From an optimization exercise on the open Yosys and OpenROAD flow, aimed at small area, a short achievable clock period and few clock cycles per item; shortcuts taken in it are not production practice.
Only simulation tests tie the RTL to the original design; equivalence was not proved.
Power and IR drop assume default switching activity.

==> flow/design.v (excerpt) <==
module mdc_top (
    input  wire logic           clk,
    input  wire logic           rst_n,
    input  wire logic           in_valid,
    input  wire mdc_pkg::code_t in_data,
    output logic                in_credit,
    output logic                out_valid,
    output mdc_pkg::det_t       out_data,
    input  wire logic           out_credit
);
    function automatic logic yields(input logic [3:0] p);
        yields = (p[3:2] != 2'd0) && (p[1:0] != 2'd0);
    endfunction
    logic           iv_r;      
    logic           oc_r;      
    mdc_pkg::elem_t elem;
    mdc_pkg::elem_t win [3];   
    logic [3:0]     rpos;      
    logic           pv;        
    element_decoder dec_i (
        .code (in_data),
        .elem (elem)
    );
    always_ff @(posedge clk) begin
        if (in_valid) begin
            win[0] <= elem;
            for (int i = 1; i < 3; i++) win[i] <= win[i-1];
        end
    end
    always_ff @(posedge clk or negedge rst_n) begin
        if (!rst_n) begin
            iv_r <= 1'b0;
            oc_r <= 1'b0;
            rpos <= '0;
            pv   <= 1'b0;
        end else begin
            iv_r <= in_valid;
            oc_r <= out_credit;
            if (in_valid) rpos <= rpos + 4'd1;
            pv <= in_valid && yields(rpos);
        end
    end
    mdc_pkg::det_t det;
    logic          dv;   
    minor_engine eng_i (
        .clk   (clk),
        .rst_n (rst_n),
        .shift (in_valid),
        .w0    (win[0]),
        .w2    (win[2]),
        .v_in  (pv),
        .v_out (dv),
        .det   (det)
    );
    mdc_pkg::det_t o_data;
    logic          o_full;    
    mdc_pkg::det_t q_data;
    logic          q_full;
    logic [5:0]    cred;      
    logic          o_keep;
    logic          o_next;
    logic          cred_ok;
    assign o_keep  = o_full && !out_valid;
    assign o_next  = o_keep || q_full || dv;
    assign cred_ok = (cred + 6'(oc_r) > 6'(out_valid)) || out_credit;
    always_ff @(posedge clk) begin
        if (!o_keep) o_data <= q_full ? q_data : det;
        if (dv && (o_keep != q_full)) q_data <= det;
    end
    always_ff @(posedge clk or negedge rst_n) begin
        if (!rst_n) begin
            o_full    <= 1'b0;
  ...
Size: ~1200 cells after synthesis, ~250 flip-flops, ~44 I/O pins, about 0.014 mm² of cells after synthesis.
Settings: LEC_CHECK=0, CAP_MARGIN=20, CORE_MARGIN=2, CORE_UTILIZATION=40, CTS_BUF_LIST=sky130_fd_sc_hd__clkbuf_16, CTS_CLUSTER_DIAMETER=90, CTS_CLUSTER_SIZE=24, SLEW_MARGIN=20; clock period 9.0 ns.
standard.sh (not shown) runs the stock make flow with config.mk's settings and CLKGATE_MAP_FILE= SYNTH_SCRIPT=/design/flow/synth_recipe.tcl, a recipe that flattens the netlist after the stock synthesis.
==> flow/flow/run.sh <==
#!/bin/bash
set -euo pipefail
export BUFFER_PORTS_ARGS="-buffer_cell sky130_fd_sc_hd__buf_2"
bash standard.sh > standard_make.log 2>&1
The first run went through all stages and came out clean.
Testbench counts at the start, summed over its fixed seeds: cycles 4,120, results 2,304.
Then changed:
==> flow/flow/run.sh (replaced) <==
#!/bin/bash
set -euo pipefail
export BUFFER_PORTS_ARGS="-buffer_cell sky130_fd_sc_hd__buf_2"
export SETUP_SLACK_MARGIN=5.8
bash standard.sh > standard_make.log 2>&1
CORE_UTILIZATION = 65   (was 40)
CTS_CLUSTER_DIAMETER = 110   (was 90)
CTS_CLUSTER_SIZE = 30   (was 24)
Cell count is lower by 10%.
Final area went down by 1.0%.
Setup slack improves by 0.14 ns.
Register-to-register slack is better by 0.14 ns.
Die area shrinks by 38%.
Combinational power stays flat.
Sequential cell count does not change.
Worst hold slack is better by 0.0039 ns.
Sequential power stays flat.
Core utilization went up by 27 points.
Then changed:
CORE_UTILIZATION = 40   (was 65)
CTS_CLUSTER_DIAMETER = 90   (was 110)
CTS_CLUSTER_SIZE = 24   (was 30)
After rerunning:
- The changed run went through all stages and came out clean
- area after synthesis does not change
- routed wire length goes up by a few percent
- sequential power is about the same
Then changed:
CORE_UTILIZATION = 65   (was 40)
TNS_END_PERCENT = 20   (was not set)
Outcome:
- combinational power is about the same
- global-route usage goes up by 9.0 points
- wire length went down by 1.8%
- final area goes down by 1.8%
- register-to-register slack loses 0.04 ns
- worst setup slack is worse by 0.035 ns
- synthesized area does not change
- clock power came out lower by about 1%
Then changed:
==> flow/flow/run.sh (replaced) <==
#!/bin/bash
set -euo pipefail
export BUFFER_PORTS_ARGS="-buffer_cell sky130_fd_sc_hd__buf_2"
bash standard.sh > standard_make.log 2>&1
CORE_UTILIZATION = 40   (was 65)
CTS_BUF_LIST = sky130_fd_sc_hd__clkbuf_8   (was sky130_fd_sc_hd__clkbuf_16)
CTS_CLUSTER_DIAMETER = not set   (was 90)
CTS_CLUSTER_SIZE = not set   (was 24)
TNS_END_PERCENT = not set   (was 20)
What happened: The changed run ran to the end with no violations; global-route usage drops by 8.5 points; via count grows by about 0.37%; worst setup slack gets worse by 0.059 ns; first-iteration DRC count goes down by about 33%; area after synthesis stays the same; routed wire length goes up by 2.2%.

---

Starting RTL as in the previous note.
Settings: LEC_CHECK=0, CAP_MARGIN=20, CORE_MARGIN=2, CORE_UTILIZATION=40, SLEW_MARGIN=20; clock period 9.0 ns.
==> flow/flow/run.sh <==
#!/bin/bash
set -euo pipefail
export BUFFER_PORTS_ARGS="-buffer_cell sky130_fd_sc_hd__buf_2"
export SETUP_SLACK_MARGIN=6.1
bash standard.sh > standard_make.log 2>&1
The baseline produced a clean layout.
Testbench counts at the start, summed over its fixed seeds: cycles 4,120, results 2,304.
Then changed:
--- a/flow/flow/run.sh
+++ b/flow/flow/run.sh
@@ -4 +4 @@
-export SETUP_SLACK_MARGIN=6.1
+export SETUP_SLACK_MARGIN=5.8
ABC_AREA = 1   (was unset)
CORE_UTILIZATION = 65   (was 40)
CTS_BUF_LIST = sky130_fd_sc_hd__clkbuf_16   (was unset)
CTS_CLUSTER_DIAMETER = 90   (was unset)
CTS_CLUSTER_SIZE = 24   (was unset)
After rerunning: Core utilization climbs by 24 points; synthesized area climbs by 3.2%; via count climbs by 14%; maximum frequency drops by 6.1%; die area drops by about 36%.
Then changed:
--- a/flow/flow/run.sh
+++ b/flow/flow/run.sh
@@ -4 +4 @@
-export SETUP_SLACK_MARGIN=5.8
+export CTS_ARGS="-sink_clustering_enable -repair_clock_nets -dont_use_dummy_load -buf_list sky130_fd_sc_hd__clkbuf_8"
ABC_AREA = unset   (was 1)
CORE_UTILIZATION = 40   (was 65)
CTS_BUF_LIST = unset   (was sky130_fd_sc_hd__clkbuf_16)
CTS_CLUSTER_DIAMETER = unset   (was 90)
CTS_CLUSTER_SIZE = unset   (was 24)
What happened: Design area went down by a few percent. Final cell count is lower by a few percent. Die area climbs by well over a third. Hold slack degrades by 0.016 ns. Area after synthesis is lower by a few percent. Fmax rises slightly.
Then changed:
==> flow/flow/run.sh (replaced) <==
#!/bin/bash
set -euo pipefail
export BUFFER_PORTS_ARGS="-buffer_cell sky130_fd_sc_hd__buf_2"
export SETUP_SLACK_MARGIN=5.8
bash standard.sh > standard_make.log 2>&1
CORE_UTILIZATION = 65   (was 40)
CTS_BUF_LIST = sky130_fd_sc_hd__clkbuf_8   (was unset)
CTS_CLUSTER_DIAMETER = 60   (was unset)
CTS_CLUSTER_SIZE = 14   (was unset)
Sequential power is about the same; cell area fell by 0.65%; count of clock-buffer cells in the layout shrinks by 16; via count increases by 1.7%.
Then changed:
--- a/flow/flow/run.sh
+++ b/flow/flow/run.sh
@@ -4 +4 @@
-export SETUP_SLACK_MARGIN=5.8
+export SETUP_SLACK_MARGIN=6.0
CORE_UTILIZATION = 40   (was 65)
CTS_BUF_LIST = sky130_fd_sc_hd__clkbuf_16   (was sky130_fd_sc_hd__clkbuf_8)
CTS_CLUSTER_DIAMETER = 90   (was 60)
CTS_CLUSTER_SIZE = 24   (was 14)
The changed run passed the timing, design-rule and antenna checks; synthesized area does not change; critical path depth goes up by 2; wire length goes up by 11%; worst hold slack is better by 0.019 ns.
Then changed:
--- a/flow/flow/run.sh
+++ b/flow/flow/run.sh
@@ -4 +4 @@
-export SETUP_SLACK_MARGIN=6.0
+export SETUP_SLACK_MARGIN=5.8
CTS_BUF_LIST = sky130_fd_sc_hd__clkbuf_8   (was sky130_fd_sc_hd__clkbuf_16)
CTS_CLUSTER_DIAMETER = unset   (was 90)
CTS_CLUSTER_SIZE = unset   (was 24)
=> Global-route usage came out lower by 0.37 points; total power goes up by about 4%; synthesized area stays the same; first-iteration DRC count is lower by about 4%; wire length fell by about 7%; combinational power drops by about 5%; cell area goes down by about 2%; setup slack gets worse by 0.065 ns; critical path depth stays the same.

---

run 1:
Starting RTL as in the previous note.
Settings: LEC_CHECK=0, CAP_MARGIN=20, CORE_MARGIN=2, CORE_UTILIZATION=65, CTS_BUF_LIST=sky130_fd_sc_hd__clkbuf_16, CTS_CLUSTER_DIAMETER=110, CTS_CLUSTER_SIZE=30, SLEW_MARGIN=20; clock period 9.0 ns.
==> flow/flow/run.sh <==
#!/bin/bash
set -euo pipefail
export BUFFER_PORTS_ARGS="-buffer_cell sky130_fd_sc_hd__buf_2"
export SETUP_SLACK_MARGIN=5.9
bash standard.sh > standard_make.log 2>&1
Run 1 ended with every stage complete and zero timing, DRC or antenna violations.
Testbench counts of run 1, summed over its fixed seeds: cycles 4,120, results 2,304.
Setup changes, run 1 to run 2
- CTS_CLUSTER_SIZE removed (was 30)
- CORE_UTILIZATION changed from 65 to 40
- CTS_CLUSTER_DIAMETER removed (was 110)
- CTS_BUF_LIST removed (was sky130_fd_sc_hd__clkbuf_16)
==> flow/flow/run.sh <==
#!/bin/bash
set -euo pipefail
export BUFFER_PORTS_ARGS="-buffer_cell sky130_fd_sc_hd__buf_2"
bash standard.sh > standard_make.log 2>&1
==> comparison <==
- In run 2, power per unit of standard cell area is higher than in run 1.
- Looking only at path depth of the worst reg2reg path, and setting everything else aside, the higher value of run 1 and run 2 goes to run 1.
- Placed wire-length estimate after detailed placement: run 2 vs run 1 — no meaningful difference
- Critical path startpoint: win[0][10]$_DFFE_PP_ -> run 1, eng_i.aone1$_DFF_P_ -> run 2
- Number of buffers outside the clock class in the layout: run 2 lower than run 1
- In terms of total count of hold-check failures in the final report, run 2 and run 1 differ only marginally.
- Looking only at maximum fanout count along the critical path, and setting everything else aside, the lower value of run 1 and run 2 goes to run 1.
#### Input delta (run 3 over run 2)
- setting CTS_CLUSTER_DIAMETER to 90 for the first time
- setting CTS_CLUSTER_SIZE to 24 for the first time
- setting CTS_BUF_LIST to sky130_fd_sc_hd__clkbuf_16 for the first time
- changing CORE_UTILIZATION from 40 to 65
==> flow/flow/run.sh <==
#!/bin/bash
set -euo pipefail
export BUFFER_PORTS_ARGS="-buffer_cell sky130_fd_sc_hd__buf_2"
export SETUP_SLACK_MARGIN=5.8
bash standard.sh > standard_make.log 2>&1
--- outcome ---
Run 2 ended up with eng_i.aone1$_DFF_P_ as its timing startpoint of the critical path; run 3 ended up with win[0][10]$_DFFE_PP_. For run 2 and run 3, there was not a single run that failed to finish clean. The share of final-layout standard cells stronger than drive strength 1 was comparable across run 2 and run 3. Relative to run 2, run 3 improves maximum frequency. Run 3 ended with more worst setup slack than run 2.
### run 3 -> run 4
- putting TNS_END_PERCENT at 20 where nothing was set
==> flow/flow/run.sh <==
#!/bin/bash
set -euo pipefail
export BUFFER_PORTS_ARGS="-buffer_cell sky130_fd_sc_hd__buf_2"
export SETUP_SLACK_MARGIN=5.9
bash standard.sh > standard_make.log 2>&1
### Flow results
- Reported for run 3 and run 4, buffer levels on the longest clock path turned out identical to the last digit.
- On leakage power figure: between run 3 and run 4, it ends up higher for run 4.
- Total of hold buffers inserted after clock tree synthesis delta (run 4 -> run 3): insignificant
- Between run 3 and run 4, the required time of the worst setup path does not differ in any meaningful way.

re-timing with driven ports:
In the flow no input, the clock included, has a driving cell. The finished layouts below were timed again as built, in two steps. Step 1: set_driving_cell puts a clkbuf_16 on clk and a buf_2 on each other input, an assumption about the parent block. Step 2 adds t to the input delays and takes it off the output delays; t is the mean of the earliest and latest rising clock arrival at the registers after step 1. Input paths then give back, and output paths get back, about the clock's delay inside the block. a / b / c = no drivers / after step 1 / after step 2; a / b = the first two.
run | shift t [ns] | setup WS [ns] | latest minus earliest clock arrival (ns) | cell pins on the clock port's net
the first run of note 1 | 0.532 | 5.763 / 5.763 / 5.407 | 0.023 / 0.023 | 1
the second run of note 1 | 0.517 | 5.902 / 5.902 / 5.503 | 0.025 / 0.024 | 1
the third run of note 1 | 0.536 | 5.868 / 5.868 / 5.406 | 0.016 / 0.017 | 1
the fourth run of note 1 | 0.525 | 5.833 / 5.833 / 5.507 | 0.023 / 0.024 | 1
the fifth run of note 1 | 0.596 | 5.775 / 5.775 / 5.402 | 0.023 / 0.024 | 1
the first run of note 2 | 0.581 | 5.900 / 5.900 / 5.436 | 0.018 / 0.019 | 1
the second run of note 2 | 0.540 | 5.698 / 5.698 / 5.643 | 0.013 / 0.013 | 1
the third run of note 2 | 0.574 | 5.728 / 5.728 / 5.410 | 0.048 / 0.049 | 1
the fourth run of note 2 | 0.574 | 5.875 / 5.875 / 5.459 | 0.028 / 0.028 | 1
the fifth run of note 2 | 0.537 | 5.935 / 5.935 / 5.482 | 0.022 / 0.022 | 1
the sixth run of note 2 | 0.597 | 5.870 / 5.870 / 5.398 | 0.017 / 0.017 | 1
run 1 | 0.529 | 5.933 / 5.933 / 5.494 | 0.028 / 0.028 | 1
run 2 | 0.583 | 5.769 / 5.769 / 5.406 | 0.011 / 0.011 | 1
run 3 | 0.525 | 5.879 / 5.879 / 5.481 | 0.017 / 0.016 | 1
run 4 | 0.524 | 5.857 / 5.857 / 5.454 | 0.018 / 0.017 | 1
After both steps every run listed still meets setup and hold. The setup slack of the sixth run of note 2, which loses most, moves by 0.000 ns with the drivers and by -0.472 ns with both steps.
